Background: an optimization exercise with open tools, aiming at small area, a short achievable clock period and few clock cycles. Do not read the settings as production practice. Where RTL was checked, it was by simulation tests only, not by an equivalence proof against the original. For run 3, only the layout was checked, not whether the RTL still works.

==> flow/design.v <==
package mfh_pkg;
	localparam int VAL_W = 18;    
	localparam int DEG_W = 9;
	localparam int CFG_W = 16;
	localparam int XW  = 34;
	localparam int YAW = 34;
	localparam int YBW = 27;
	localparam int SW  = 24;      
	localparam logic [CFG_W-1:0] TIMEOUT_RESET = 16'd50;
	localparam logic [7:0] CH_S     = 8'h53;
	localparam logic [7:0] CH_PLUS  = 8'h2B;
	localparam logic [7:0] CH_MINUS = 8'h2D;
	localparam logic [1:0] PH_BLANK = 2'd0;
	localparam logic [1:0] PH_SIGN  = 2'd1;
	localparam logic [1:0] PH_DIGIT = 2'd2;
	localparam logic [1:0] PH_STOP  = 2'd3;
	localparam logic [1:0] RUN_XZ      = 2'd0;
	localparam logic [1:0] RUN_HEADING = 2'd1;
	localparam logic [1:0] RUN_YZ      = 2'd2;
	localparam logic signed [SW-1:0] ATAN0 = 24'sd2949120;
	function automatic logic [SW-1:0] atan_a(input logic [2:0] j);
		logic [SW-1:0] v;
		case (j)
			3'd0:    v = 24'd1740967;
			3'd1:    v = 24'd919879;
			3'd2:    v = 24'd466945;
			3'd3:    v = 24'd234379;
			3'd4:    v = 24'd117304;
			3'd5:    v = 24'd58666;
			3'd6:    v = 24'd29335;
			default: v = 24'd14668;
		endcase
		atan_a = v;
	endfunction
	function automatic logic [SW-1:0] atan_b(input logic [2:0] j);
		logic [SW-1:0] v;
		case (j)
			3'd0:    v = 24'd7334;
			3'd1:    v = 24'd3667;
			3'd2:    v = 24'd1833;
			3'd3:    v = 24'd917;
			3'd4:    v = 24'd458;
			3'd5:    v = 24'd229;
			default: v = 24'd115;
		endcase
		atan_b = v;
	endfunction
endpackage
module mfh_cordic_step #(
	parameter int YW  = 34,
	parameter int SH0 = 1
) (
	input  logic [2:0]                    j,
	input  logic [mfh_pkg::XW-1:0]        x,
	input  logic signed [YW-1:0]          y,
	input  logic signed [mfh_pkg::SW-1:0] s,
	output logic [mfh_pkg::XW-1:0]        x_n,
	output logic signed [YW-1:0]          y_n,
	output logic signed [mfh_pkg::SW-1:0] s_n
);
	localparam int XW = mfh_pkg::XW;
	localparam int SW = mfh_pkg::SW;
	logic                 neg;
	logic signed [YW-1:0] yi, ysh0, ysh;
	logic signed [XW:0]   xi, xsh0, xsh;
	logic [SW-1:0]        t;
	logic signed [XW-1:0] ysh_x;
	logic [XW:0]          x_sum;
	logic [YW:0]          y_sum;
	logic [SW:0]          s_sum;
	assign neg  = y[YW-1];
	assign yi   = y ^ {YW{neg}};
	assign xi   = {1'b0, x} ^ {(XW+1){!neg}};
	assign ysh0 = yi >>> SH0;
	assign xsh0 = xi >>> SH0;
	assign ysh  = ysh0 >>> j;
	assign xsh  = xsh0 >>> j;
	assign t    = (SH0 == 1) ? mfh_pkg::atan_a(j) : mfh_pkg::atan_b(j);
	assign ysh_x = ysh;
	assign x_sum = {x, 1'b1} + {ysh_x, neg};
	assign y_sum = {y, 1'b1} + {xsh[YW-1:0], !neg};
	assign s_sum = {s, 1'b1} + {t ^ {SW{neg}}, neg};
	assign x_n = x_sum[XW:1];
	assign y_n = y_sum[YW:1];
	assign s_n = s_sum[SW:1];
endmodule
module magnetometer_frame_heading (
	input  logic                                 clk,
	input  logic                                 arst_n,
	input  logic                                 in_valid,
	output logic                                 in_stall,
	input  logic                                 command,
	input  logic [7:0]                           rx_byte,
	output logic                                 out_valid,
	input  logic                                 out_stall,
	output logic                                 send_request,
	output logic                                 frame_done,
	output logic                                 frame_ok,
	output logic [mfh_pkg::DEG_W-1:0]            heading_deg,
	output logic [mfh_pkg::DEG_W-1:0]            tilt_xz_deg,
	output logic [mfh_pkg::DEG_W-1:0]            tilt_yz_deg,
	output logic signed [mfh_pkg::VAL_W-1:0]     field_x,
	output logic signed [mfh_pkg::VAL_W-1:0]     field_y,
	output logic signed [mfh_pkg::VAL_W-1:0]     field_z,
	input  logic                                 cfg_we,
	input  logic [0:0]                           cfg_index,
	input  logic [mfh_pkg::CFG_W-1:0]            cfg_data
);
	localparam int XW  = mfh_pkg::XW;
	localparam int YAW = mfh_pkg::YAW;
	localparam int YBW = mfh_pkg::YBW;
	localparam int SW  = mfh_pkg::SW;
	localparam int VW  = mfh_pkg::VAL_W;
	localparam int DW  = mfh_pkg::DEG_W;
	logic [15:0]          limit_q;    
	logic                 link_q;
	logic                 in_stall_q;
	logic [4:0]           pos_q;
	logic                 win_x_q, win_z_q, win_y_q, first_q;
	logic                 start_q;
	logic [15:0]          silence_q;
	logic                 armed_q;
	logic [1:0]           ph_q;
	logic                 mn_q;
	logic signed [VW-1:0] vx_q, vz_q, vy_q;
	logic [1:0]           ld_q;       
	logic                 jc_q;       
	logic                 adone_q;    
	logic                 ld_hd_q, ld_yz_q;   
	logic                 a_v_q, a_spec_q, a_ex_q;
	logic [1:0]           a_t_q;
	logic [2:0]           a_code_q, a_j_q;
	logic [XW-1:0]        a_x_q;
	logic signed [YAW-1:0] a_y_q;
	logic signed [SW-1:0] a_s_q;
	logic                 b_v_q, b_spec_q, b_ex_q;
	logic [1:0]           b_t_q;
	logic [2:0]           b_code_q, b_j_q;
	logic [XW-1:0]        b_x_q;
	logic signed [YBW-1:0] b_y_q;
	logic signed [SW-1:0] b_s_q;
	logic                 o_valid_q, o_fill_q;
	logic                 o_send_q, o_done_q, o_ok_q;
	logic [DW-1:0]        o_head_q, o_xz_q, o_yz_q;
	logic signed [VW-1:0] o_x_q, o_y_q, o_z_q;
	logic        in_acc, acc_byte, acc_tick, close, close_now;
	logic [15:0] tick_inc, limit;
	logic        tick_fire, drop, fire_res;
	assign in_acc    = in_valid && !in_stall_q;
	assign acc_byte  = in_acc && !command;
	assign acc_tick  = in_acc && command;
	assign close     = (pos_q == 5'd27);
	assign close_now = acc_byte && close;
	assign tick_inc  = silence_q + 16'd1;
	assign limit     = limit_q;
	assign tick_fire = armed_q && (tick_inc >= limit);
	assign drop      = acc_tick && tick_fire;
	assign fire_res  = drop && link_q;
	logic                 win_x, win_z, win_y, win, first;
	logic                 blank, digit, sgn;
	logic [1:0]           ph_cur, ph_nxt;
	logic                 mn_cur, mn_nxt, take_digit;
	logic signed [VW-1:0] v_sel, v_cur, v_nxt, v_dig, v10;
	logic [VW-5:0]        v10_p, v10_m;
	logic [5:0]           lo;
	assign win_x = win_x_q;
	assign win_z = win_z_q;
	assign win_y = win_y_q;
	assign win   = win_x || win_z || win_y;
	assign first = first_q;
	assign blank = (rx_byte == 8'h20) || (rx_byte >= 8'h09 && rx_byte <= 8'h0D);
	assign digit = (rx_byte >= 8'h30) && (rx_byte <= 8'h39);
	assign sgn   = (rx_byte == mfh_pkg::CH_PLUS) || (rx_byte == mfh_pkg::CH_MINUS);
	always_comb begin
		v_sel  = win_x ? vx_q : (win_z ? vz_q : vy_q);
		ph_cur = first ? mfh_pkg::PH_BLANK : ph_q;
		mn_cur = first ? 1'b0 : mn_q;
		v_cur  = first ? '0 : v_sel;
		ph_nxt = ph_cur;
		mn_nxt = mn_cur;
		take_digit = 1'b0;
		case (ph_cur)
			mfh_pkg::PH_BLANK: begin
				if (blank) begin
					ph_nxt = mfh_pkg::PH_BLANK;
				end else if (sgn) begin
					ph_nxt = mfh_pkg::PH_SIGN;
					mn_nxt = (rx_byte == mfh_pkg::CH_MINUS);
				end else if (digit) begin
					ph_nxt = mfh_pkg::PH_DIGIT;
					take_digit = 1'b1;
				end else begin
					ph_nxt = mfh_pkg::PH_STOP;
				end
			end
			mfh_pkg::PH_SIGN, mfh_pkg::PH_DIGIT: begin
				if (digit) begin
					ph_nxt = mfh_pkg::PH_DIGIT;
					take_digit = 1'b1;
				end else begin
					ph_nxt = mfh_pkg::PH_STOP;
				end
			end
			default: begin
			end
		endcase
		v10   = (v_cur <<< 3) + (v_cur <<< 1);
		v10_p = v10[VW-1:4] + 14'd1;
		v10_m = v10[VW-1:4] - 14'd1;
		lo    = {2'b00, v10[3:0]} + (mn_cur ? -{2'b00, rx_byte[3:0]} : {2'b00, rx_byte[3:0]});
		v_dig = {({(VW-4){!lo[5] &&  lo[4]}} & v10_p)
			| ({(VW-4){lo[5]}} & v10_m)
			| ({(VW-4){!lo[4]}} & v10[VW-1:4]), lo[3:0]};
		v_nxt = take_digit ? v_dig : v_cur;
	end
	logic signed [VW-1:0] y_op, x_op;
	logic                 xneg, yneg, xzero, yzero, eqmag, ld_ex, ld_s;
	logic [VW-1:0]        x1, cx, cy;
	logic signed [VW-1:0] y1;
	logic [2:0]           ld_code;
	logic                 ld_ready, a_free, a_load, a_xfer, spec_new;
	logic                 b_done, b_wb, flush, kill, all_done;
	logic [XW-1:0]        a_x_n;
	logic signed [YAW-1:0] a_y_n;
	logic signed [SW-1:0] a_s_n;
	always_comb begin
		y_op  = ld_yz_q ? vy_q : vx_q;
		x_op  = ld_hd_q ? vy_q : vz_q;
		xneg  = x_op[VW-1];
		yneg  = y_op[VW-1];
		xzero = (x_op == '0);
		yzero = (y_op == '0);
		ld_s  = xneg ^ yneg;
		cx    = {{(VW-2){1'b0}}, xneg && yneg, ld_s};
		cy    = {{(VW-2){1'b0}}, xneg && !yneg, !ld_s};
		x1    = (x_op ^ {VW{xneg}}) + (y_op ^ {VW{yneg}}) + cx;
		y1    = (y_op ^ {VW{xneg}}) + (x_op ^ {VW{!yneg}}) + cy;
		eqmag = (x_op == y_op) || ((x_op ^ y_op) == ((x_op | y_op) << 1));
		ld_ex = xzero || yzero || eqmag;
		if (yzero) begin
			ld_code = xneg ? 3'd4 : 3'd0;
		end else if (xzero) begin
			ld_code = yneg ? 3'd6 : 3'd2;
		end else if (eqmag) begin
			ld_code = xneg ? (yneg ? 3'd5 : 3'd3) : (yneg ? 3'd7 : 3'd1);
		end else begin
			ld_code = xneg ? 3'd4 : 3'd0;
		end
	end
	assign ld_ready = (ld_q != 2'd3) && (jc_q || (start_q &&
		((ld_q == mfh_pkg::RUN_XZ) ? (pos_q >= 5'd17) : (pos_q >= 5'd25))));
	assign b_done   = b_v_q && (b_j_q == 3'd7);
	assign flush    = b_done && b_spec_q && o_valid_q;
	assign b_wb     = b_done && !flush;
	assign kill     = drop || flush;
	assign a_xfer   = a_v_q && (a_j_q == 3'd7);
	assign a_free   = !a_v_q || a_xfer;
	assign a_load   = ld_ready && a_free;
	assign spec_new = !jc_q && !close_now;
	mfh_cordic_step #(.YW(YAW), .SH0(1)) u_step_a (
		.j   (a_j_q),
		.x   (a_x_q),
		.y   (a_y_q),
		.s   (a_s_q),
		.x_n (a_x_n),
		.y_n (a_y_n),
		.s_n (a_s_n)
	);
	logic [XW-1:0]         b_x_n;
	logic signed [YBW-1:0] b_y_n;
	logic signed [SW-1:0]  b_s_n;
	logic signed [10:0]    k_off, k_p, k_m, s_inv, sh11;
	logic [11:0]           v_sum, p_sum, m_sum;
	logic signed [7:0]     s_hi;
	logic                  s_frac, c_in;
	logic [DW-1:0]         deg;
	mfh_cordic_step #(.YW(YBW), .SH0(9)) u_step_b (
		.j   (b_j_q),
		.x   (b_x_q),
		.y   (b_y_q),
		.s   (b_s_q),
		.x_n (b_x_n),
		.y_n (b_y_n),
		.s_n (b_s_n)
	);
	always_comb begin
		logic signed [10:0] kb;
		case (b_code_q)
			3'd0:    kb = 11'sd0;
			3'd1:    kb = -11'sd45;
			3'd2:    kb = -11'sd90;
			3'd3:    kb = -11'sd135;
			3'd4:    kb = -11'sd180;
			3'd5:    kb = -11'sd225;
			3'd6:    kb = -11'sd270;
			default: kb = -11'sd315;
		endcase
		k_off  = kb + ((b_t_q == mfh_pkg::RUN_HEADING) ? 11'sd270 : 11'sd180);
		k_p    = k_off + 11'sd360;
		k_m    = k_off - 11'sd360;
		s_hi   = b_s_q[SW-1:16];
		s_frac = |b_s_q[15:0];
		sh11   = s_hi;
		s_inv  = b_ex_q ? 11'h7FF : ~sh11;
		c_in   = b_ex_q || !s_frac;
		v_sum  = {k_off, 1'b1} + {s_inv, c_in};
		p_sum  = {k_p, 1'b1} + {s_inv, c_in};
		m_sum  = {k_m, 1'b1} + {s_inv, c_in};
		if (v_sum[11]) begin
			deg = p_sum[DW:1];
		end else if (!m_sum[11]) begin
			deg = m_sum[DW:1];
		end else begin
			deg = v_sum[DW:1];
		end
	end
	logic [4:0]  pos_d;
	logic [1:0]  ld_d, ld_inc;
	logic        jc_d, o_fill_d, o_valid_d, maybe_fire, stall_d;
	always_comb begin
		pos_d = pos_q;
		if (acc_byte) begin
			pos_d = close ? 5'd0 : pos_q + 5'd1;
		end else if (drop) begin
			pos_d = 5'd0;
		end
		ld_inc = ld_q + (a_load ? 2'd1 : 2'd0);
		ld_d   = ld_inc;
		jc_d   = jc_q;
		if (close_now) begin
			if (ld_inc == 2'd3) begin
				ld_d = 2'd0;
				jc_d = 1'b0;
			end else begin
				jc_d = start_q;
			end
		end else if (jc_q) begin
			if (ld_inc == 2'd3) begin
				ld_d = 2'd0;
				jc_d = 1'b0;
			end
		end else if (kill) begin
			ld_d = 2'd0;
		end
		all_done  = adone_q || (b_wb && b_t_q == mfh_pkg::RUN_YZ);
		o_fill_d  = o_fill_q;
		o_valid_d = o_valid_q && out_stall;
		if (close_now) begin
			o_fill_d  = start_q && !all_done;
			o_valid_d = !start_q || all_done;
		end else if (fire_res) begin
			o_valid_d = 1'b1;
		end else if (b_wb && b_t_q == mfh_pkg::RUN_YZ && !b_spec_q) begin
			o_fill_d  = 1'b0;
			o_valid_d = 1'b1;
		end
		maybe_fire = ({1'b0, silence_q} + 17'd2) >= {1'b0, limit};
		stall_d = ((o_fill_d || o_valid_d) && ((pos_d == 5'd27) || maybe_fire))
			|| (jc_d && (((ld_d != mfh_pkg::RUN_YZ) && (pos_d == 5'd4)) || (pos_d == 5'd12)));
	end
	always_ff @(posedge clk or negedge arst_n) begin
		if (!arst_n) begin
			limit_q    <= mfh_pkg::TIMEOUT_RESET;
			link_q     <= 1'b1;
			in_stall_q <= 1'b0;
			pos_q      <= '0;
			win_x_q    <= 1'b0;
			win_z_q    <= 1'b0;
			win_y_q    <= 1'b0;
			first_q    <= 1'b0;
			start_q    <= 1'b0;
			silence_q  <= '0;
			armed_q    <= 1'b1;
			ld_q       <= '0;
			ld_hd_q    <= 1'b0;
			ld_yz_q    <= 1'b0;
			jc_q       <= 1'b0;
			a_v_q      <= 1'b0;
			b_v_q      <= 1'b0;
			o_valid_q  <= 1'b0;
			o_fill_q   <= 1'b0;
			adone_q    <= 1'b0;
		end else begin
			if (cfg_we) begin
				if (cfg_index[0]) begin
					link_q <= cfg_data[0];
				end else begin
					limit_q <= (cfg_data == 16'd0) ? 16'd1 : cfg_data;
				end
			end
			in_stall_q <= stall_d;
			pos_q      <= pos_d;
			win_x_q    <= (pos_d >= 5'd4)  && (pos_d <= 5'd8);
			win_z_q    <= (pos_d >= 5'd12) && (pos_d <= 5'd16);
			win_y_q    <= (pos_d >= 5'd20) && (pos_d <= 5'd24);
			first_q    <= (pos_d == 5'd4) || (pos_d == 5'd12) || (pos_d == 5'd20);
			ld_q       <= ld_d;
			ld_hd_q    <= (ld_d == mfh_pkg::RUN_HEADING);
			ld_yz_q    <= (ld_d == mfh_pkg::RUN_YZ);
			jc_q       <= jc_d;
			o_fill_q   <= o_fill_d;
			o_valid_q  <= o_valid_d;
			if (close_now || kill) begin
				adone_q <= 1'b0;
			end else if (b_wb && b_t_q == mfh_pkg::RUN_YZ && b_spec_q) begin
				adone_q <= 1'b1;
			end
			if (acc_byte) begin
				silence_q <= '0;
				armed_q   <= 1'b1;
				if (close) begin
					start_q <= 1'b0;
				end else if (pos_q == 5'd0) begin
					start_q <= (rx_byte == mfh_pkg::CH_S);
				end
			end else if (acc_tick && armed_q) begin
				if (tick_fire) begin
					start_q   <= 1'b0;
					silence_q <= '0;
					armed_q   <= link_q;
				end else begin
					silence_q <= tick_inc;
				end
			end
			if (a_load) begin
				a_v_q <= !(kill && spec_new);
			end else if (a_xfer) begin
				a_v_q <= 1'b0;
			end else if (kill && a_spec_q) begin
				a_v_q <= 1'b0;
			end
			if (a_xfer) begin
				b_v_q <= !(kill && a_spec_q);
			end else if (b_done) begin
				b_v_q <= 1'b0;
			end else if (kill && b_spec_q) begin
				b_v_q <= 1'b0;
			end
		end
	end
	always_ff @(posedge clk) begin
		if (acc_byte && win) begin
			ph_q <= ph_nxt;
			mn_q <= mn_nxt;
			if (win_x) vx_q <= v_nxt;
			if (win_z) vz_q <= v_nxt;
			if (win_y) vy_q <= v_nxt;
		end
		if (a_load) begin
			a_spec_q <= spec_new;
			a_t_q    <= ld_q;
			a_code_q <= ld_code;
			a_ex_q   <= ld_ex;
			a_j_q    <= 3'd0;
			a_x_q    <= {x1, 16'd0};
			a_y_q    <= {y1, 16'd0};
			a_s_q    <= ld_s ? -mfh_pkg::ATAN0 : mfh_pkg::ATAN0;
		end else begin
			if (close_now) begin
				a_spec_q <= 1'b0;
			end
			a_j_q <= a_j_q + 3'd1;
			a_x_q <= a_x_n;
			a_y_q <= a_y_n;
			a_s_q <= a_s_n;
		end
		if (a_xfer) begin
			b_spec_q <= a_spec_q && !close_now;
			b_t_q    <= a_t_q;
			b_code_q <= a_code_q;
			b_ex_q   <= a_ex_q;
			b_j_q    <= 3'd0;
			b_x_q    <= a_x_n;
			b_y_q    <= a_y_n[YBW-1:0];
			b_s_q    <= a_s_n;
		end else begin
			if (close_now) begin
				b_spec_q <= 1'b0;
			end
			b_j_q <= b_j_q + 3'd1;
			b_x_q <= b_x_n;
			b_y_q <= b_y_n;
			b_s_q <= b_s_n;
		end
		if (close_now) begin
			o_send_q <= link_q;
			o_done_q <= 1'b1;
			o_ok_q   <= start_q;
			o_x_q    <= start_q ? vx_q : '0;
			o_y_q    <= start_q ? vy_q : '0;
			o_z_q    <= start_q ? vz_q : '0;
		end else if (fire_res) begin
			o_send_q <= 1'b1;
			o_done_q <= 1'b0;
			o_ok_q   <= 1'b0;
			o_x_q    <= '0;
			o_y_q    <= '0;
			o_z_q    <= '0;
		end
		if ((close_now && !start_q) || fire_res) begin
			o_head_q <= '0;
			o_xz_q   <= '0;
			o_yz_q   <= '0;
		end else if (b_wb) begin
			case (b_t_q)
				mfh_pkg::RUN_XZ:      o_xz_q   <= deg;
				mfh_pkg::RUN_HEADING: o_head_q <= deg;
				default:              o_yz_q   <= deg;
			endcase
		end
	end
	assign in_stall     = in_stall_q;
	assign out_valid    = o_valid_q;
	assign send_request = o_send_q;
	assign frame_done   = o_done_q;
	assign frame_ok     = o_ok_q;
	assign heading_deg  = o_head_q;
	assign tilt_xz_deg  = o_xz_q;
	assign tilt_yz_deg  = o_yz_q;
	assign field_x      = o_x_q;
	assign field_y      = o_y_q;
	assign field_z      = o_z_q;
endmodule
==> flow/run.sh <==
#!/bin/bash
# synth_recipe.tcl (not shown) runs the flow's synth.tcl, then flattens the netlist and writes it again
# the make line also repeats each setting of config.mk as NAME=value (left out here)
make -C /OpenROAD-flow-scripts/flow DESIGN_CONFIG=/design/flow/config.mk WORK_HOME=/design/flow/orfs CLKGATE_MAP_FILE= SYNTH_SCRIPT=/design/flow/synth_recipe.tcl finish
==> flow/config.mk <==
export PLATFORM = sky130hd
export DESIGN_NAME = magnetometer_frame_heading
export DESIGN_NICKNAME = magnetometer_frame_heading
export VERILOG_FILES = /design/flow/design.v
export SDC_FILE = /design/flow/constraint.sdc
export NUM_CORES = 4
export LEC_CHECK = 0
export ABC_AREA = 1
export CAP_MARGIN = 20
export CORE_MARGIN = 2
export CORE_UTILIZATION = 45
export GPL_ROUTABILITY_DRIVEN = 0
export SETUP_SLACK_MARGIN = 3.5
export SLEW_MARGIN = 20
==> flow/constraint.sdc <==
create_clock -name core_clock -period 7.5 [get_ports {clk}]
set_input_delay 1.5000 -clock core_clock [delete_from_list [all_inputs] [get_ports {clk}]]
set_output_delay 1.5000 -clock core_clock [all_outputs]
set_load 0.01 [all_outputs]
==> flow_metrics.py, run 1 <==
metrics = {
    "run_status": {
        "status": "no timing/DRC/antenna violations",
    },
    "sta": {
        "post-route-period-util_pct": 52.1,
        "slew_violations": 0,
        "hold_viol_final": 0,
        "max-slew-margin-rel_pct": 25.4,
        "tns_ns": 0,
        "tightest_slew_ns": 1.12,
        "clock-skew-final_ns": 0.0203,
        "period_needed_ns": 3.91,
        "setup_viol": 0,
        "holdWs_ns": 0.419,
        "rsz0062_at_grt": "true",
        "fmax_mhz": 256,
    },
    "floorplanning": {
        "dieWidth_um": 283,
        "num_rows": 102,
        "start_util_pct": 45.3,
        "die-area_mm2": 0.0802,
        "io_pins": 117,
        "die_h_um": 283,
        "core_region_area_mm2": 0.0773,
    },
    "yosys": {
        "synthFlopType": "dfxtp_1",
        "synth_cell_types": 66,
        "synth-edff-count": 127,
        "ys_seq_elements": 393,
        "synthSimpleGateAreaFrac_pct": 22.3,
        "synth_fa_ha_area_share_pct": 12.9,
        "ys_warn_count": 3,
        "yosysSeqAreaShare_pct": 26.9,
        "syn-num-nets": 5271,
        "synth_compound_area_share_pct": 16.8,
        "synth_top_family_by_area": "simple AND/OR/NAND/NOR gates",
        "synth_area_per_cell_um2": 7.18,
        "syn-cell-area_mm2": 0.0351,
        "synthMuxAreaShare_pct": 4.17,
        "async_flop_share_pct": 14.0,
        "synth_xor_area_share_pct": 9.31,
        "syn_inst": 4885,
    },
    "cells_and_area": {
        "final_nets": 5416,
        "antenna_cells": 0,
        "layout_common_cells": "953 x nand2_1, 515 x inv_1, 409 x o21ai_0",
        "final_cell_area_mm2": 0.0413,
        "syn_to_final_growth_pct": 17.8,
        "final_common_cell": "nand2_1",
        "final_cell_count_no_fill": 6112,
        "drive_above_1_share_pct": 10.6,
    },
    "grt": {
        "antenna_found_initial": 1,
        "grt_pass1_vias": 31100,
        "grtUsageTotal_pct": 25.6,
        "grt_pass1_wl_um": 167000,
        "overflow": 0,
        "grt_max_degree": 92,
    },
    "route": {
        "final_antenna_net_count": 0,
        "vias_per_cell": 5.45,
        "dr.pass1.iters": 6,
        "drc": 0,
        "avgRoutedWirePerCell_um": 17.8,
        "drt-initial-drc-count": 2379,
        "vias": 33300,
        "routed_wl_um": 109000,
    },
    "critical_path": {
        "start_kind": "register",
        "worstPathRequired_ns": 7.95,
        "worstPathMaxFanout": 9,
        "crit_path_end_kind": "register",
        "path_class": "reg2reg",
        "worstPathArrival_ns": 4.35,
    },
    "placement": {
        "hpwlAfterDp_um": 80300,
        "io_buffers": 116,
        "placed_cells": 5917,
        "dpl-instance-area_mm2": 0.0372,
    },
    "clocking": {
        "clockRootBuffer": "clkbuf_16",
        "clk_pin_slew_ns": 0.06,
        "ctsHoldBuffers": 0,
        "clock_sinks": 393,
        "htreeDepth": 2,
        "cts_tree": "yes",
        "clockBufferDepth": 3,
        "insertion_delay_ns": 0.62,
        "cts-buffers-inserted": 50,
    },
    "job": {
        "cap_violations": 0,
    },
    "hold_path": {
        "min_path_type": "reg2reg",
    },
}
[area by class of cell]
| type | count | area (um2) |
|---|---|---|
| Inverter | 550 | 2120 |
| Multi-Input combinational cell | 3793 | 24100 |
| Clock inverter | 26 | 274 |
| Tap cell | 1040 | 1300 |
| Clock buffer | 68 | 1470 |
| Timing Repair Buffer | 242 | 2610 |
| Fill cell | 7559 | 36000 |
| Sequential cell | 393 | 9450 |
[cell families after synthesis]
kind of cell / count (synthesis)
simple gates: 1843
fa+ha+maj: 355
buf+inv: 703
mux: 146
xor+xnor: 372
compound gates: 1073
flops: 393
[stage by stage]
step	util (%)	setup WS (ns)
detailed placement	48.1	2.21
CTS	51.4	3.39
global placement	48.1	2.26
floorplan	-	3.45
finish	53.4	3.59
global route	53.4	3.38
[worst paths after layout]
path                              from           to  slack [ns]  cells past startpoint
max in group asynchronous       arst_n      ld_hd_q        5.95                      2
min in group asynchronous       arst_n   limit_q[9]        1.03                      2
max                          a_y_q[33]    a_x_q[19]        3.59                     18
max reg2reg                  a_y_q[33]    a_x_q[19]        3.59                     18
min                        a_code_q[0]  b_code_q[0]        0.42                      0
min reg2reg                a_code_q[0]  b_code_q[0]        0.42                      0
[critical path, cell delays in order, from the launching register on]
cell and delay, ns:
dfxtp_4 0.41, buf_12 0.18, xnor2_1 0.31, mux2i_1 0.16
mux2i_1 0.22, a21oi_1 0.12, ha_1 0.37, a21oi_1 0.28
o21ai_2 0.09, o21bai_2 0.22, nand2_1 0.07, nand2_1 0.12
nand3_1 0.11, nand2_2 0.09, nand2_1 0.07, nand2_1 0.09
a21boi_2 0.22, xor2_1 0.47, o21ai_0 0.14
[synthesized netlist by cell type, drive strengths merged, types with 3 or more instances]
cell       n  area (um2)
a211oi     9        67.6
a21boi    12        97.6
a21o      16         120
a21oi    373        1880
a221oi     5        43.8
a22oi      3        22.5
a31o       4        35.0
a31oi     24         165
and2       5        31.3
and3       3        18.8
buf       50         220
clkbuf   103         387
dfrtp     50        1250
dfstp      5         131
dfxtp    211        4220
edfxtp   127        3810
fa        13         260
ha       342        4280
inv      548        2060
mux2i    145        1450
nand2    995        3780
nand3    267        1380
nand3b    21         158
nand4     46         288
nor2     386        1450
nor3      51         265
nor4      31         194
o2111ai    9        78.8
o211ai    17         128
o21a      22         165
o21ai    518        2610
o21bai    15         131
o221ai     8        70.1
o22ai     16         100
o31ai     16         120
or2       32         200
xnor2    134        1170
xor2     238        2090
[routing by layer]
layer,up-vias,global-route usage (%),wire [um]
li1,16800,-,-
met1,15400,33.2,47900
met2,869,44.2,51400
met3,198,2.58,5480
met4,0,8.80,4270
met5,-,0,0
[registers in the layout, indices dropped and copies added (netlist names), 5 cells and up]
name / cells
o_z_q: 18
vz_q: 18
a_s_q: 24
o_x_q: 18
a_x_q: 34
vx_q: 18
o_y_q: 18
b_s_q: 24
o_xz_q: 9
b_x_q: 34
a_y_q: 34
limit_q: 16
b_y_q: 27
o_yz_q: 9
pos_q: 5
vy_q: 18
silence_q: 16
o_head_q: 9
[repair_timing]
action                     4_1_cts  5_1_grt
pin swaps                        5       60
gates cloned                     4        9
buffers inserted                28       60
gates resized for setup        107      258
setup endpoints to repair      278      305
Testbench counts, summed over its fixed seeds: cycles 7,288.
==> run 2, diff against run 1 <==
--- a/flow/config.mk
+++ b/flow/config.mk
@@ -7,8 +7,7 @@
 export LEC_CHECK = 0
 export ABC_AREA = 1
-export CAP_MARGIN = 20
+export CAP_MARGIN = 5
 export CORE_MARGIN = 2
 export CORE_UTILIZATION = 45
-export GPL_ROUTABILITY_DRIVEN = 0
 export SETUP_SLACK_MARGIN = 3.5
-export SLEW_MARGIN = 20
+export SLEW_MARGIN = 5
==> run 2 against run 1 <==
Net effect: worst hold slack worse by 0.0017 ns; clock-buffer cell count is 8 higher; fmax is 0.78% higher; still clean; worst setup slack better by 0.030 ns.
==> flow_metrics.py, run 2 <==
metrics = {
    "critical_path": {
        "worstPathRequired_ns": 7.93,
        "path_class": "reg2reg",
        "worstPathMaxFanout": 7,
        "crit_path_end_kind": "register",
        "crit_slowest_cell": "dfxtp_4",
        "worstPathArrival_ns": 4.31,
        "start_kind": "register",
        "cpPeakStageDelay_ns": 0.44,
        "critical_path.cell_chain": "buf_4 > buf_4 > xnor2_2 > mux2i_1 > mux2i_1 > a21oi_1 > ha_1 > a21oi_1 > o21ai_1 > o21bai_2 > nand2_1 > nand2_1 > nand3_1 > nand2_2 > nand2_1 > nand2_1 > a21boi_2 > xor2_1 > o21ai_0",
        "crit_top_cell": "nand2_1",
    },
    "yosys": {
        "synth_top_area_share_pct": 12.2,
        "async_flop_share_pct": 14.0,
        "synth.most_common_cell": "nand2_1",
        "synth_area_per_cell_um2": 7.18,
        "synth-edff-count": 127,
        "ys_seq_elements": 393,
        "syn-cell-area_mm2": 0.0351,
        "synth_area_leader_cell": "ha_1",
        "syn-num-nets": 5271,
        "synth_cell_types": 66,
        "synth_commonest_cells": "981 x nand2_1, 533 x inv_1, 451 x o21ai_0, 385 x nor2_1, 371 x a21oi_1",
        "syn_inst": 4885,
        "ys_warn_count": 3,
        "synth_area_leaders": "ha_1 12%, dfxtp_1 12%, edfxtp_1 11%",
        "synthFlopType": "dfxtp_1",
        "yosysSeqAreaShare_pct": 26.9,
    },
    "placement": {
        "io_buffers": 116,
        "dpl-instance-area_mm2": 0.0372,
        "hpwlAfterDp_um": 81900,
        "routabilityCongestion": 0.972,
    },
    "clocking": {
        "cts_tree": "yes",
        "cts-buffers-inserted": 51,
        "clk_pin_slew_ns": 0.06,
        "ctsHoldBuffers": 0,
        "clock_sinks": 393,
        "htreeDepth": 2,
        "insertion_delay_ns": 0.62,
        "clockBufferDepth": 3,
        "clockRootBuffer": "clkbuf_16",
    },
    "grt": {
        "use_met2_pct": 44.6,
        "overflow": 0,
        "use_met3_pct": 2.57,
        "grtUsageTotal_pct": 25.9,
        "antenna_found_initial": 1,
        "grt_pass1_vias": 31400,
        "grt_pass1_wl_um": 169000,
        "busiest_layer": "met2",
        "use_met1_pct": 33.5,
        "grt_max_degree": 84,
    },
    "floorplanning": {
        "die-area_mm2": 0.0802,
        "num_rows": 102,
        "start_util_pct": 45.3,
        "core_region_area_mm2": 0.0773,
        "die_h_um": 283,
        "dieWidth_um": 283,
        "io_pins": 117,
    },
    "cells_and_area": {
        "antenna_cells": 0,
        "final_common_cell": "nand2_1",
        "final_nets": 5419,
        "layout_common_cells": "949 x nand2_1, 517 x inv_1, 407 x o21ai_0",
        "reg_top3": "a_x_q: 34 flops, a_y_q: 34 flops, b_x_q: 34 flops",
        "final_core_util_pct": 53.7,
        "syn_to_final_growth_pct": 18.4,
        "final_cell_area_mm2": 0.0415,
        "drive_above_1_share_pct": 10.9,
    },
    "route": {
        "drt-initial-drc-count": 2179,
        "final_antenna_net_count": 0,
        "vias": 33100,
        "avgRoutedWirePerCell_um": 17.9,
        "drc": 0,
        "routed_wl_um": 109000,
        "dr.pass1.iters": 5,
        "vias_per_cell": 5.40,
    },
    "sta": {
        "slew_violations": 0,
        "fmax_mhz": 258,
        "post-route-period-util_pct": 51.7,
        "tns_ns": 0,
        "setup_viol": 0,
        "period_needed_ns": 3.88,
        "max-slew-margin-rel_pct": 32.5,
        "hold_viol_final": 0,
        "holdWs_ns": 0.417,
        "clock-skew-final_ns": 0.0301,
        "tightest_slew_ns": 1.01,
        "rsz0062_at_grt": "true",
    },
    "run_status": {
        "status": "no timing/DRC/antenna violations",
    },
    "hold_path": {
        "min_path_type": "reg2reg",
    },
    "job": {
        "cap_violations": 0,
    },
}
## run 2: critical path, delay by kind of cell, from the launching register on
kind | cells | cell delay, ns
AO/OA/AOI/OAI | 6 | 1.10
XOR/XNOR | 2 | 0.54
AND/OR/NAND/NOR | 6 | 0.54
flip-flops | 1 | 0.44
buffers and inverters | 2 | 0.37
multiplexers | 2 | 0.37
adder cells (fa/ha/maj) | 1 | 0.32
## run 2: cells by family (layout without fill, tap and decap cells)
kind of cell	count (synthesis)	after routing	share of synthesized area (%)
XOR/XNOR	372	372	9.31
AO/OA/AOI/OAI	1073	1074	16.8
buffers and inverters	703	889	7.62
multiplexers	146	146	4.17
flip-flops	393	393	26.9
AND/OR/NAND/NOR	1843	1846	22.3
adder cells (fa/ha/maj)	355	355	12.9
## run 2: metal layers
layer	part of all wire, %	wire (um)
met1	45	48700
met3	4.1	4450
met2	48	52000
met5	0.012	13
met4	3.8	4210
## run 2: what timing repair did
action,4_1_cts,5_1_grt
endpoints found under the setup margin,263,309
pin swaps,7,55
hold endpoints to repair,0,0
setup buffers,28,60
gates resized for setup,104,284
gates cloned,5,10
## run 2: stage by stage
stage	worst slack (ns)	cells
after floorplan	3.45	4885
after CTS	3.39	6045
after global routing	3.40	6115
after detailed placement	2.19	5917
after global placement	2.23	5917
final	3.62	6115
## run 2: final timing paths
check,from,to,slack [ns],cells after the start
max,a_y_q[33],a_x_q[19],3.62,19
min,a_ex_q,b_ex_q,0.42,0
max reg2reg,a_y_q[33],a_x_q[19],3.62,19
min reg2reg,a_ex_q,b_ex_q,0.42,0
max in group asynchronous,arst_n,first_q,5.93,2
min in group asynchronous,arst_n,limit_q[10],1.02,2
## run 2: final cells by class
| type | count | area [um2] |
|---|---|---|
| Fill cell | 7647 | 35800 |
| Timing Repair Buffer | 244 | 2610 |
| Inverter | 550 | 2130 |
| Clock buffer | 76 | 1540 |
| Tap cell | 1040 | 1300 |
| Multi-Input combinational cell | 3793 | 24300 |
| Clock inverter | 19 | 245 |
| Sequential cell | 393 | 9450 |
==> run 3, diff against run 2 <==
--- a/flow/design.v
+++ b/flow/design.v
@@ -64,5 +64,5 @@
 	logic signed [YW-1:0] yi, ysh0, ysh;
 	logic signed [XW:0]   xi, xsh0, xsh;
-	logic [SW-1:0]        t;
+	logic [SW-1:0]        t, ts;
 	logic signed [XW-1:0] ysh_x;
 	logic [XW:0]          x_sum;
@@ -80,5 +80,6 @@
 	assign x_sum = {x, 1'b1} + {ysh_x, neg};
 	assign y_sum = {y, 1'b1} + {xsh[YW-1:0], !neg};
-	assign s_sum = {s, 1'b1} + {t ^ {SW{neg}}, neg};
+	assign ts    = neg ? -t : t;     
+	assign s_sum = {s, 1'b0} + {ts, 1'b0};
 	assign x_n = x_sum[XW:1];
 	assign y_n = y_sum[YW:1];
--- a/flow/config.mk
+++ b/flow/config.mk
@@ -7,7 +7,7 @@
 export LEC_CHECK = 0
 export ABC_AREA = 1
-export CAP_MARGIN = 5
+export CAP_MARGIN = 20
 export CORE_MARGIN = 2
 export CORE_UTILIZATION = 45
 export SETUP_SLACK_MARGIN = 3.5
-export SLEW_MARGIN = 5
+export SLEW_MARGIN = 20
==> run 3 against run 2 <==
Net effect: flip-flop and latch count did not move; register-to-register slack got worse by 0.45 ns; area after synthesis fell by 0.52%; non-clock buffer count rose by 54; utilization rose by 1.1 points; global-route usage rose by 0.38 points; clock-buffer cell count fell by 15.
==> flow_metrics.py, run 3 <==
metrics = {
    "sta": {
        "tns_ns": 0,
        "slew_violations": 0,
        "period_needed_ns": 4.33,
        "fmax_mhz": 231,
        "max-slew-margin-rel_pct": 33.4,
        "post-route-period-util_pct": 57.7,
        "hold_viol_final": 0,
        "clock-skew-final_ns": 0.0204,
        "rsz0062_at_grt": "true",
        "setup_viol": 0,
        "tightest_slew_ns": 1.00,
    },
    "floorplanning": {
        "die_h_um": 282,
        "die-area_mm2": 0.0798,
        "num_rows": 102,
        "start_util_pct": 45.3,
        "core_region_area_mm2": 0.0771,
        "io_pins": 117,
        "dieWidth_um": 282,
    },
    "yosys": {
        "synth_commonest_cells": "954 x nand2_1, 527 x inv_1, 439 x o21ai_0, 396 x nor2_1, 359 x a21oi_1",
        "yosysSeqAreaShare_pct": 27.0,
        "synth-edff-count": 127,
        "syn-num-nets": 5217,
        "async_flop_share_pct": 14.0,
        "synth_top_area_share_pct": 12.4,
        "synth_cell_types": 68,
        "synth_area_per_cell_um2": 7.23,
        "syn-cell-area_mm2": 0.0349,
        "synth_area_leaders": "ha_1 12%, dfxtp_1 12%, edfxtp_1 11%",
        "ys_seq_elements": 393,
        "synth_area_leader_cell": "ha_1",
        "synthFlopType": "dfxtp_1",
        "ys_warn_count": 3,
        "synth.most_common_cell": "nand2_1",
        "syn_inst": 4825,
    },
    "route": {
        "drt-initial-drc-count": 2529,
        "final_antenna_net_count": 0,
        "vias_per_cell": 5.39,
        "vias": 32900,
        "routed_wl_um": 109000,
        "dr.pass1.iters": 6,
        "drc": 0,
        "avgRoutedWirePerCell_um": 17.8,
    },
    "critical_path": {
        "path_class": "reg2reg",
        "critPathBufInv": 4,
        "worstPathRequired_ns": 8.00,
        "path_delay_family": "simple AND/OR/NAND/NOR gates",
        "cpPeakStageDelay_ns": 0.35,
        "worstPathMaxFanout": 4,
        "worstPathArrival_ns": 4.82,
        "crit_top_cell": "nand2_2",
        "crit_path_end_kind": "register",
        "crit_slowest_cell": "dfxtp_4",
        "start_kind": "register",
    },
    "grt": {
        "grt_pass1_vias": 31500,
        "overflow": 0,
        "grt_pass1_wl_um": 168000,
        "grtUsageTotal_pct": 26.3,
        "grt_max_degree": 95,
        "antenna_found_initial": 1,
    },
    "cells_and_area": {
        "final_nets": 5422,
        "layout_common_cells": "900 x nand2_1, 498 x inv_1, 382 x o21ai_0",
        "fillers": 7397,
        "syn_to_final_growth_pct": 21.1,
        "final_cell_count_no_fill": 6112,
        "drive_above_1_share_pct": 14.2,
        "reg_top3": "a_x_q: 34 flops, a_y_q: 34 flops, b_x_q: 34 flops",
        "final_common_cell": "nand2_1",
    },
    "clocking": {
        "ctsHoldBuffers": 0,
        "cts-buffers-inserted": 50,
        "clockRootBuffer": "clkbuf_16",
        "clockBufferDepth": 3,
        "htreeDepth": 2,
        "clk_pin_slew_ns": 0.06,
        "clock_sinks": 393,
        "insertion_delay_ns": 0.62,
        "cts_tree": "yes",
    },
    "job": {
        "cap_violations": 0,
    },
    "placement": {
        "hpwlAfterDp_um": 79900,
        "routabilityCongestion": 0.917,
        "io_buffers": 116,
        "placed_cells": 5863,
    },
    "run_status": {
        "status": "no timing/DRC/antenna violations",
    },
    "hold_path": {
        "min_path_type": "reg2reg",
    },
}
==> run 3: cell types whose count changed after synthesis, moves of 9 or more <==
cell | before | now
mux2i_1 | 145 | 136
or2_2 | 30 | 39
nand2_1 | 981 | 954
nand3_1 | 258 | 239
a21oi_1 | 371 | 359
o21ai_0 | 451 | 439
nor2_1 | 385 | 396
o31ai_1 | 16 | 7
==> run 3: cell families (layout without fill, tap and decap cells) <==
logic type	after synthesis	count (layout)	share of synthesized area [%]
XOR/XNOR	379	379	9.66
multiplexers	136	136	3.90
other	0	1	0
AND/OR/NAND/NOR	1812	1812	22.1
AO/OA/AOI/OAI	1046	1047	16.4
flip-flops	393	393	27.0
buffers and inverters	698	943	7.59
adder cells (fa/ha/maj)	361	361	13.3
==> run 3: final timing paths <==
path	startpoint	to	slack (ns)	depth (start not counted)
max in group asynchronous	arst_n	ld_hd_q	5.91	2
min in group asynchronous	arst_n	limit_q[8]	1.01	2
min	a_t_q[1]	b_t_q[1]	0.42	0
min reg2reg	a_t_q[1]	b_t_q[1]	0.42	0
max reg2reg	a_j_q[0]	b_s_q[23]	3.17	33
max	a_j_q[0]	b_s_q[23]	3.17	33
==> run 3: per-layer routing <==
layer	vias up	global-route usage (%)	part of all wire [%]
met4	2	9.01	3.5
met2	821	45.2	47
li1	16600	-	-
met1	15300	34.3	45
met3	189	2.67	4.5
met5	-	0	0.018
==> run 3: stage by stage <==
step / utilization, % / setup slack [ns] / instance area, um2 / hold slack, ns
CTS: 52.2 / 3.37 / 40200 / 0.416
detailed placement: 48.3 / 1.88 / 37200 / 0.405
finish: 54.8 / 3.17 / 42200 / 0.417
global placement: 48.3 / 2.03 / 37200 / 0.401
global route: 54.8 / 2.91 / 42200 / 0.436
floorplan: - / 3.20 / 35200 / 0.400
==> run 3: final cells by class <==
type	instances	area (um2)	share of cell area (%)
diodes	1	2.50	0.00592
repair inverters	2	16.3	0.0385
clock inverters	32	365	0.865
inverters	550	2140	5.07
well taps	1040	1300	3.08
repair buffers	298	3050	7.22
clock buffers	61	1390	3.30
flip-flops and latches	393	9450	22.4
multi-input cells	3735	24500	58.0
==> run 3: worst register-to-register path, delay by kind of cell (launching register included) <==
kind                       cells  cell delay, ns
adders and majority gates      3            0.64
xor gates and xnor gates       1            0.18
AOI/OAI and AO/OA              4            0.46
buffers and inverters          4            0.39
and+or+nand+nor               21            2.20
DFF                            1            0.35
==> run 3: repair_timing <==
action                     CTS  global route
cloned                       9             6
setup endpoints to repair  257           223
resized for setup          136           329
pin swaps                   37           102
buffers inserted            62            78
==> run 4, diff against run 3 <==
--- a/flow/design.v
+++ b/flow/design.v
@@ -64,5 +64,5 @@
 	logic signed [YW-1:0] yi, ysh0, ysh;
 	logic signed [XW:0]   xi, xsh0, xsh;
-	logic [SW-1:0]        t, ts;
+	logic [SW-1:0]        t;
 	logic signed [XW-1:0] ysh_x;
 	logic [XW:0]          x_sum;
@@ -80,6 +80,5 @@
 	assign x_sum = {x, 1'b1} + {ysh_x, neg};
 	assign y_sum = {y, 1'b1} + {xsh[YW-1:0], !neg};
-	assign ts    = neg ? -t : t;     
-	assign s_sum = {s, 1'b0} + {ts, 1'b0};
+	assign s_sum = {s, 1'b1} + {t ^ {SW{neg}}, neg};
 	assign x_n = x_sum[XW:1];
 	assign y_n = y_sum[YW:1];
--- a/flow/config.mk
+++ b/flow/config.mk
@@ -9,5 +9,5 @@
 export CAP_MARGIN = 20
 export CORE_MARGIN = 2
-export CORE_UTILIZATION = 45
+export CORE_UTILIZATION = 35
 export SETUP_SLACK_MARGIN = 3.5
 export SLEW_MARGIN = 20
==> run 4 against run 3 <==
Net effect: non-clock buffer count down 18; final area down 0.57%; still clean on timing, DRC and antenna; clock skew up 0.014 ns; die area up 29%; clock-buffer cell count up 8.
==> flow_metrics.py, run 4 <==
metrics = {
    "clocking": {
        "cts_tree": "yes",
        "clock_sinks": 393,
        "clockRootBuffer": "clkbuf_16",
        "htreeDepth": 2,
        "insertion_delay_ns": 0.64,
        "clk_pin_slew_ns": 0.06,
        "cts-buffers-inserted": 52,
        "clockBufferDepth": 3,
        "ctsHoldBuffers": 0,
    },
    "yosys": {
        "syn_inst": 4885,
        "syn-num-nets": 5271,
        "synth-edff-count": 127,
        "synth_cell_types": 66,
        "ys_seq_elements": 393,
        "ys_warn_count": 3,
        "synth_area_per_cell_um2": 7.18,
        "yosysSeqAreaShare_pct": 26.9,
        "synth_area_leaders": "ha_1 12%, dfxtp_1 12%, edfxtp_1 11%",
        "synth.most_common_cell": "nand2_1",
        "async_flop_share_pct": 14.0,
        "syn-cell-area_mm2": 0.0351,
        "synth_top_area_share_pct": 12.2,
        "synthFlopType": "dfxtp_1",
        "synth_area_leader_cell": "ha_1",
        "synth_commonest_cells": "981 x nand2_1, 533 x inv_1, 451 x o21ai_0, 385 x nor2_1, 371 x a21oi_1",
    },
    "sta": {
        "slew_violations": 0,
        "setup_viol": 0,
        "max-slew-margin-rel_pct": 26.2,
        "clock-skew-final_ns": 0.0349,
        "hold_viol_final": 0,
        "tightest_slew_ns": 1.11,
        "rsz0062_at_grt": "true",
        "period_needed_ns": 3.95,
        "tns_ns": 0,
        "fmax_mhz": 253,
        "post-route-period-util_pct": 52.7,
    },
    "grt": {
        "grtUsageTotal_pct": 20.9,
        "grt_pass1_wl_um": 173000,
        "antenna_found_initial": 1,
        "overflow": 0,
        "grt_pass1_vias": 31400,
        "grt_max_degree": 89,
    },
    "placement": {
        "routabilityCongestion": 0.951,
        "dpl-instance-area_mm2": 0.0375,
        "hpwlAfterDp_um": 85200,
        "io_buffers": 116,
    },
    "cells_and_area": {
        "final_nets": 5456,
        "syn_to_final_growth_pct": 19.8,
        "drive_above_1_share_pct": 11.4,
        "reg_top3": "a_x_q: 34 flops, a_y_q: 34 flops, b_x_q: 34 flops",
        "final_cell_area_mm2": 0.0420,
        "layout_common_cells": "948 x nand2_1, 511 x inv_1, 400 x o21ai_0",
        "antenna_cells": 0,
        "final_common_cell": "nand2_1",
    },
    "floorplanning": {
        "core_region_area_mm2": 0.0997,
        "die_h_um": 321,
        "start_util_pct": 35.2,
        "dieWidth_um": 321,
        "die-area_mm2": 0.103,
        "num_rows": 116,
        "io_pins": 117,
    },
    "route": {
        "avgRoutedWirePerCell_um": 17.7,
        "vias_per_cell": 5.23,
        "drc": 0,
        "routed_wl_um": 113000,
        "vias": 33500,
        "dr.pass1.iters": 6,
        "final_antenna_net_count": 0,
        "drt-initial-drc-count": 2467,
    },
    "critical_path": {
        "rr_worst_depth": 24,
        "crit_path_end_kind": "register",
        "r2r-end": "a_y_q[23]",
        "worstPathRequired_ns": 7.86,
        "r2r-start": "ld_hd_q",
        "worstPathMaxFanout": 9,
        "cp-endpoint": "vy_q[11]",
        "start_kind": "input pin",
        "crit_path_start": "rx_byte[1]",
        "r2r_setup_slack_ns": 3.59,
        "path_class": "in2reg",
        "worstPathArrival_ns": 4.31,
    },
    "hold_path": {
        "min_path_type": "reg2reg",
    },
    "job": {
        "cap_violations": 0,
    },
    "run_status": {
        "status": "no timing/DRC/antenna violations",
    },
}
run 4: cell count changes in the layout (fill, tap and decap cells not counted), sizes merged, moves of 11 or more:
cell / before / now
nand2: 974 / 998
or2: 45 / 32
buf: 171 / 156
nor2: 398 / 387
o21ai: 505 / 518
nand3: 255 / 267
run 4: how the worst min path moves through the flow:
stage | cells past startpoint | from | endpoint | slack, ns
floorplan | 0 | a_code_q[0] | b_code_q[0] | 0.40
global placement | 0 | a_t_q[0] | b_t_q[0] | 0.40
detailed placement | 0 | a_t_q[1] | b_t_q[1] | 0.41
CTS | 0 | a_t_q[1] | b_t_q[1] | 0.42
global route | 0 | a_t_q[0] | b_t_q[0] | 0.43
finish | 0 | a_code_q[1] | b_code_q[1] | 0.42
run 4: critical path, cell delays in order:
cell and delay, ns:
clkdlybuf4s50_1 0.51, inv_1 0.09, ha_2 0.21, nor2_2 0.12, xor2_1 0.09, buf_4 0.15
fa_1 0.40, nand2_1 0.07, inv_1 0.06, o21ai_2 0.16, xor2_2 0.16, buf_6 0.15
inv_2 0.09, a21oi_1 0.14, o21ai_0 0.09, nand2_1 0.07, nand3_1 0.08, o21a_1 0.16
run 4: logic make-up (layout without fill, tap and decap cells):
logic type | after synthesis | in the layout | synth area share [%]
and+or+nand+nor | 1843 | 1847 | 22.3
AOI/OAI and AO/OA | 1073 | 1073 | 16.8
buffers and inverters | 703 | 928 | 7.62
DFF | 393 | 393 | 26.9
xor gates and xnor gates | 372 | 372 | 9.31
adders and majority gates | 355 | 355 | 12.9
muxes | 146 | 146 | 4.17
run 4: area by class of cell:
type | instances | area (um2)
Fill cell | 10100 | 57700
Multi-Input combinational cell | 3793 | 24200
Sequential cell | 393 | 9450
Timing Repair Buffer | 280 | 2810
Inverter | 550 | 2130
Tap cell | 1298 | 1620
Clock buffer | 69 | 1470
Clock inverter | 29 | 349
run 4: per-layer routing:
metal | routed length, um | up-vias | global-route usage, %
met1 | 51700 | 15700 | 28.2
met5 | 0 | - | 0
met4 | 3430 | 0 | 5.88
met2 | 52400 | 817 | 35.2
li1 | - | 16900 | -
met3 | 5980 | 172 | 2.52
run 4: timing repair:
item | 4_1_cts | 5_1_grt
setup endpoints to repair | 309 | 246
pin swaps | 18 | 79
buffers inserted | 33 | 89
resized for setup | 114 | 264
cloned | 3 | 11
run 4: metrics by stage:
step | util, % | cells | worst slack [ns] | hold slack [ns]
2_1_floorplan | - | 4885 | 3.45 | 0.400
3_5_place_dp | 37.7 | 6178 | 2.29 | 0.406
5_1_grt | 42.1 | 6412 | 3.40 | 0.431
4_1_cts | 40.2 | 6312 | 3.44 | 0.419
6_report | 42.1 | 6412 | 3.55 | 0.420
3_3_place_gp | 37.7 | 6178 | 2.36 | 0.403
Testbench counts of run 4, summed over its fixed seeds: cycles 7,288.
==> run 5, diff against run 4 <==
--- a/flow/config.mk
+++ b/flow/config.mk
@@ -9,5 +9,6 @@
 export CAP_MARGIN = 20
 export CORE_MARGIN = 2
-export CORE_UTILIZATION = 35
+export CORE_UTILIZATION = 45
+export GPL_TIMING_DRIVEN = 0
 export SETUP_SLACK_MARGIN = 3.5
 export SLEW_MARGIN = 20
==> run 5 against run 4 <==
Net effect: clock skew shrank 0.0014 ns; via count up 3.3%; first-iteration DRC count fell by 1.5%; fmax is 0.24% lower; register-to-register slack got worse by 0.05 ns; area after synthesis unchanged; non-clock buffer count is 140 higher; global-route usage is 8.0 points higher; critical path type is now reg2reg; largest cell class unchanged.
==> flow_metrics.py, run 5 <==
metrics = {
    "run_status": {
        "status": "no timing/DRC/antenna violations",
    },
    "yosys": {
        "synthSimpleGateAreaFrac_pct": 22.3,
        "synth.most_common_cell": "nand2_1",
        "synth_compound_area_share_pct": 16.8,
        "syn-cell-area_mm2": 0.0351,
        "synth_area_per_cell_um2": 7.18,
        "syn_inst": 4885,
        "synth_top_area_share_pct": 12.2,
        "async_flop_share_pct": 14.0,
        "synth_cell_types": 66,
        "syn-num-nets": 5271,
        "synth_fa_ha_area_share_pct": 12.9,
        "synth_area_leaders": "ha_1 12%, dfxtp_1 12%, edfxtp_1 11%",
        "synth_area_leader_cell": "ha_1",
        "ys_seq_elements": 393,
        "synth_top_family_by_area": "simple AND/OR/NAND/NOR gates",
        "synth_xor_area_share_pct": 9.31,
        "synthFlopType": "dfxtp_1",
        "synth-edff-count": 127,
        "yosysSeqAreaShare_pct": 26.9,
        "synthMuxAreaShare_pct": 4.17,
        "synth_commonest_cells": "981 x nand2_1, 533 x inv_1, 451 x o21ai_0, 385 x nor2_1, 371 x a21oi_1",
        "ys_warn_count": 3,
    },
    "clocking": {
        "htreeDepth": 2,
        "clk_pin_slew_ns": 0.06,
        "ctsHoldBuffers": 0,
        "clockRootBuffer": "clkbuf_16",
        "insertion_delay_ns": 0.62,
        "cts_tree": "yes",
        "clock_sinks": 393,
        "clockBufferDepth": 3,
        "cts-buffers-inserted": 49,
    },
    "placement": {
        "routabilityCongestion": 0.962,
        "io_buffers": 116,
        "dpl-instance-area_mm2": 0.0376,
        "hpwlAfterDp_um": 95200,
    },
    "grt": {
        "grtUsageTotal_pct": 28.9,
        "antenna_found_initial": 1,
        "grt_pass1_wl_um": 184000,
        "overflow": 0,
        "grt_max_degree": 31,
        "grt_pass1_vias": 33100,
    },
    "floorplanning": {
        "io_pins": 117,
        "dieWidth_um": 283,
        "start_util_pct": 45.3,
        "core_region_area_mm2": 0.0773,
        "die_h_um": 283,
        "die-area_mm2": 0.0802,
        "num_rows": 102,
    },
    "route": {
        "drt-initial-drc-count": 2431,
        "routed_wl_um": 122000,
        "avgRoutedWirePerCell_um": 19.4,
        "final_antenna_net_count": 0,
        "dr.pass1.iters": 5,
        "vias_per_cell": 5.51,
        "vias": 34600,
        "drc": 0,
    },
    "critical_path": {
        "crit_top_cell": "nand2_2",
        "worstPathRequired_ns": 8.00,
        "critPathBufInv": 4,
        "crit_slowest_cell": "fa_2",
        "path_class": "reg2reg",
        "worstPathArrival_ns": 4.46,
        "worstPathMaxFanout": 10,
        "crit_cells": 25,
        "rr_worst_depth": 25,
        "crit_path_start": "a_y_q[33]",
        "cpPeakStageDelay_ns": 0.39,
        "r2r_setup_slack_ns": 3.54,
        "cp-endpoint": "a_y_q[31]",
        "crit_path_end_kind": "register",
        "path_delay_family": "simple AND/OR/NAND/NOR gates",
        "r2r-end": "a_y_q[31]",
        "start_kind": "register",
        "r2r-start": "a_y_q[33]",
    },
    "sta": {
        "tightest_slew_ns": 1.29,
        "setup_viol": 0,
        "max-slew-margin-rel_pct": 14.0,
        "hold_viol_final": 0,
        "fmax_mhz": 253,
        "slew_violations": 0,
        "period_needed_ns": 3.96,
        "post-route-period-util_pct": 52.8,
        "clock-skew-final_ns": 0.0335,
        "rsz0062_at_grt": "true",
        "tns_ns": 0,
    },
    "cells_and_area": {
        "antenna_cells": 0,
        "final_nets": 5592,
        "drive_above_1_share_pct": 15.3,
        "reg_top3": "a_x_q: 34 flops, a_y_q: 34 flops, b_x_q: 34 flops",
        "final_cell_area_mm2": 0.0431,
        "layout_common_cells": "939 x nand2_1, 508 x inv_1, 376 x o21ai_0",
        "final_common_cell": "nand2_1",
        "syn_to_final_growth_pct": 22.8,
    },
    "hold_path": {
        "min_path_type": "reg2reg",
        "hp-start": "a_t_q[0]",
    },
    "job": {
        "cap_violations": 0,
    },
}
==> run 5: layout make-up <==
cell class                 instances  area, um2
clock buffer                      59       1280
tap                             1040       1300
multi-input combinational       3792      25000
fill                            7537      34300
sequential                       393       9440
buffer                           153       1150
timing repair buffer             267       2370
clock inverter                    31        449
inverter                         550       2090
==> run 5: what timing repair did <==
item,4_1_cts,5_1_grt
gates resized for setup,320,411
gates cloned,2,3
pin swaps,45,115
endpoints found under the setup margin,305,254
setup buffers,60,85
==> run 5: how the worst min path moves through the flow <==
| stage | endpoint | slack (ns) | cells after the start |
|---|---|---|---|
| after floorplan | b_code_q[0] | 0.40 | 0 |
| after global placement | b_t_q[0] | 0.41 | 0 |
| after detailed placement | b_t_q[0] | 0.41 | 0 |
| after CTS | b_t_q[0] | 0.43 | 0 |
| after global routing | b_t_q[1] | 0.43 | 0 |
| final | b_t_q[0] | 0.42 | 0 |
==> run 5: logic make-up after synthesis <==
kind of cell,after synthesis
XOR/XNOR,372
flip-flops,393
multiplexers,146
buffers and inverters,703
adder cells (fa/ha/maj),355
AO/OA/AOI/OAI,1073
AND/OR/NAND/NOR,1843
==> run 5: stage by stage <==
step           cells  hold WS [ns]  utilization (%)  setup WS [ns]
5_1_grt         6285         0.431             55.7           3.32
6_report        6285         0.423             55.7           3.54
3_3_place_gp    6041         0.406             48.6           1.78
3_5_place_dp    6045         0.413             48.7           1.78
4_1_cts         6197         0.426             52.9           3.46
2_1_floorplan   4885         0.400                -           3.45
==> run 5: routing by layer <==
metal	wire, um	global-route usage (%)	up-vias
met2	57200	49.4	1046
li1	-	-	17100
met5	0	0	-
met3	6060	3.08	301
met1	52800	37.1	16200
met4	6110	12.4	0
==> run 6, diff against run 5 <==
--- a/flow/config.mk
+++ b/flow/config.mk
@@ -10,5 +10,5 @@
 export CORE_MARGIN = 2
 export CORE_UTILIZATION = 45
-export GPL_TIMING_DRIVEN = 0
+export CTS_BUF_LIST = sky130_fd_sc_hd__clkbuf_8
 export SETUP_SLACK_MARGIN = 3.5
 export SLEW_MARGIN = 20
==> run 6 against run 5 <==
Net effect: global-route usage shrank 2.9 points; still clean on timing, DRC and antenna; worst setup slack better by 0.067 ns; synthesized cell count is the same; routed wire length shrank 10%; critical endpoint is now o_y_q[14]; worst hold slack got worse by 0.0094 ns.
==> flow_metrics.py, run 6 <==
metrics = {
    "floorplanning": {
        "die_h_um": 283,
        "start_util_pct": 45.3,
        "die-area_mm2": 0.0802,
        "io_pins": 117,
        "dieWidth_um": 283,
        "num_rows": 102,
        "core_region_area_mm2": 0.0773,
    },
    "sta": {
        "tns_ns": 0,
        "clock-skew-final_ns": 0.0375,
        "post-route-period-util_pct": 51.9,
        "fmax_mhz": 257,
        "rsz0062_at_grt": "true",
        "setup_viol": 0,
        "slew_violations": 0,
        "tightest_slew_ns": 1.02,
        "period_needed_ns": 3.89,
        "hold_viol_final": 0,
        "max-slew-margin-rel_pct": 32.0,
    },
    "yosys": {
        "ys_seq_elements": 393,
        "synth-edff-count": 127,
        "synth.most_common_cell": "nand2_1",
        "synth_commonest_cells": "981 x nand2_1, 533 x inv_1, 451 x o21ai_0, 385 x nor2_1, 371 x a21oi_1",
        "synth_cell_types": 66,
        "yosysSeqAreaShare_pct": 26.9,
        "syn-cell-area_mm2": 0.0351,
        "syn-num-nets": 5271,
        "synth_area_leaders": "ha_1 12%, dfxtp_1 12%, edfxtp_1 11%",
        "synth_top_area_share_pct": 12.2,
        "synthFlopType": "dfxtp_1",
        "synth_area_leader_cell": "ha_1",
        "async_flop_share_pct": 14.0,
        "syn_inst": 4885,
        "synth_area_per_cell_um2": 7.18,
        "ys_warn_count": 3,
    },
    "critical_path": {
        "critPathBufInv": 4,
        "start_kind": "input pin",
        "crit_slowest_cell": "nor2_1",
        "crit_path_start": "in_valid",
        "critical_path.cell_chain": "clkdlybuf4s50_1 > inv_1 > nor2_1 > nand2_1 > inv_1 > nand2_2 > nor2_1 > inv_4 > nor2_1",
        "rr_worst_depth": 27,
        "worstPathArrival_ns": 4.42,
        "worstPathMaxFanout": 54,
        "r2r-end": "o_yz_q[5]",
        "worstPathRequired_ns": 8.02,
        "r2r-start": "b_code_q[0]",
        "crit_cells": 9,
        "path_class": "in2reg",
        "path_delay_family": "simple AND/OR/NAND/NOR gates",
        "r2r_setup_slack_ns": 3.66,
        "cpPeakStageDelay_ns": 0.59,
        "crit_path_end_kind": "register",
        "crit_top_cell": "nor2_1",
        "cp-endpoint": "o_y_q[14]",
    },
    "run_status": {
        "status": "no timing/DRC/antenna violations",
    },
    "clocking": {
        "clockBufferDepth": 3,
        "clk_pin_slew_ns": 0.06,
        "insertion_delay_ns": 0.70,
        "cts_tree": "yes",
        "cts-buffers-inserted": 78,
        "htreeDepth": 3,
        "clockRootBuffer": "clkbuf_8",
        "clock_sinks": 393,
    },
    "route": {
        "drc": 0,
        "dr.pass1.iters": 5,
        "final_antenna_net_count": 0,
        "vias_per_cell": 5.41,
        "avgRoutedWirePerCell_um": 17.9,
        "vias": 33300,
        "routed_wl_um": 110000,
        "drt-initial-drc-count": 2192,
    },
    "cells_and_area": {
        "drive_above_1_share_pct": 10.7,
        "final_nets": 5439,
        "final_common_cell": "nand2_1",
        "layout_common_cells": "952 x nand2_1, 544 x inv_1, 408 x o21ai_0",
        "syn_to_final_growth_pct": 17.3,
        "reg_top3": "a_x_q: 34 flops, a_y_q: 34 flops, b_x_q: 34 flops",
    },
    "grt": {
        "grt_pass1_wl_um": 170000,
        "grt_pass1_vias": 31600,
        "antenna_found_initial": 2,
        "grtUsageTotal_pct": 26.1,
        "overflow": 0,
        "grt_max_degree": 84,
    },
    "placement": {
        "hpwlAfterDp_um": 81900,
        "io_buffers": 116,
        "routabilityCongestion": 0.972,
    },
    "hold_path": {
        "min_path_type": "reg2reg",
    },
    "job": {
        "cap_violations": 0,
    },
}
## run 6: area by class of cell
| cell class | count | area, um2 |
|---|---|---|
| Sequential cell | 393 | 9450 |
| Clock buffer | 94 | 1290 |
| Clock inverter | 49 | 292 |
| Inverter | 550 | 2120 |
| Antenna cell | 1 | 2.50 |
| Timing Repair Buffer | 234 | 2500 |
| Multi-Input combinational cell | 3796 | 24200 |
| Tap cell | 1040 | 1300 |
| Fill cell | 7698 | 36200 |
## run 6: how the worst min path moves through the flow
stage	startpoint	endpoint	slack, ns	cells past startpoint
2_1_floorplan	a_code_q[0]	b_code_q[0]	0.40	0
3_3_place_gp	a_t_q[1]	b_t_q[1]	0.40	0
3_5_place_dp	a_code_q[2]	b_code_q[2]	0.40	0
4_1_cts	a_code_q[2]	b_code_q[2]	0.42	0
5_1_grt	a_code_q[2]	b_code_q[2]	0.43	0
6_report	a_code_q[2]	b_code_q[2]	0.41	0
## run 6: routing by layer
metal	global-route usage [%]	vias to the layer above	share of wire (%)
met1	33.3	15300	44
met3	3.20	258	4.6
li1	-	16900	-
met2	44.5	856	47
met5	0	-	0.012
met4	10.7	2	4.3
## run 6: worst reg2reg max path: stages (launching register included)
cell	delay (ns)
edfxtp_1	0.51
nand2_1	0.12
nand2_1	0.08
nand2_1	0.06
nand2_1	0.08
ha_1	0.17
inv_1	0.08
ha_4	0.18
nand3b_1	0.15
nand2_1	0.10
nand2_2	0.09
nand2_2	0.10
nand3b_1	0.12
nand2_4	0.13
inv_2	0.07
a21oi_2	0.17
xnor2_1	0.15
ha_1	0.28
a21oi_1	0.16
o21ai_1	0.09
a21oi_2	0.19
inv_2	0.09
nand2_4	0.11
nand3_1	0.12
nand3_2	0.13
nand3_1	0.09
nand2_1	0.09
inv_1	0.04
## run 6: logic make-up after synthesis
group | after synthesis | share of synthesized area [%]
adders and majority gates | 355 | 12.9
and+or+nand+nor | 1843 | 22.3
AOI/OAI and AO/OA | 1073 | 16.8
buffers and inverters | 703 | 7.62
DFF | 393 | 26.9
muxes | 146 | 4.17
xor gates and xnor gates | 372 | 9.31
## run 6: repair_timing
| item | 4_1_cts | 5_1_grt |
|---|---|---|
| pin swaps | 4 | 49 |
| setup endpoints to repair | 261 | 302 |
| buffers inserted | 22 | 58 |
| hold buffers | 0 | 0 |
| cloned | 4 | 12 |
| resized for setup | 95 | 251 |
## run 6: per-stage QoR
stage          worst slack (ns)  hold slack [ns]  instances  utilization, %  instance area (um2)
5_1_grt                    3.35            0.431       6157            53.2                41100
4_1_cts                    3.45            0.419       6086            51.0                39500
2_1_floorplan              3.45            0.400       4885               -                35100
3_5_place_dp               2.19            0.405       5917            48.1                37200
6_report                   3.61            0.414       6157            53.2                41100
3_3_place_gp               2.23            0.401       5917            48.1                37200

[static timing again, ports no longer ideal]
Ports are ideal in the flow. The routed layouts listed here were re-timed in OpenROAD.
Step 1 sets driving cells, clkbuf_16 on the clock port and buf_2 on the other inputs (assumed; they add their load-dependent delay and slew).
Step 2 adds t to the input delays and takes it off the output delays; t is the mean of the earliest and latest rising clock arrival at the registers after step 1. Input paths then give back, and output paths get back, about the clock's delay inside the block.
a / b / c = ideal / step 1 / step 2; a / b = the first two.
| run | t, ns | setup slack, ns | latest minus earliest clock arrival (ns) | worst data-port slew with drivers (ns) | pins driven straight from the clock port |
|---|---|---|---|---|---|
| run 1 | 0.671 | 3.593 / 3.593 / 2.973 | 0.020 / 0.020 | 0.06 | 1 |
| run 2 | 0.661 | 3.623 / 3.623 / 3.060 | 0.031 / 0.031 | 0.05 | 1 |
| run 3 | 0.674 | 3.175 / 3.175 / 3.038 | 0.022 / 0.022 | 0.05 | 1 |
| run 4 | 0.694 | 3.550 / 3.579 / 2.885 | 0.036 / 0.036 | 0.08 | 1 |
| run 5 | 0.665 | 3.540 / 3.540 / 3.081 | 0.033 / 0.033 | 0.04 | 1 |
| run 6 | 0.741 | 3.607 / 3.642 / 2.901 | 0.039 / 0.038 | 0.05 | 1 |
After both steps setup and hold are still met in every run listed. For run 6, which loses most, drivers alone change the setup slack by +0.035 ns; drivers and shift together by -0.706 ns.
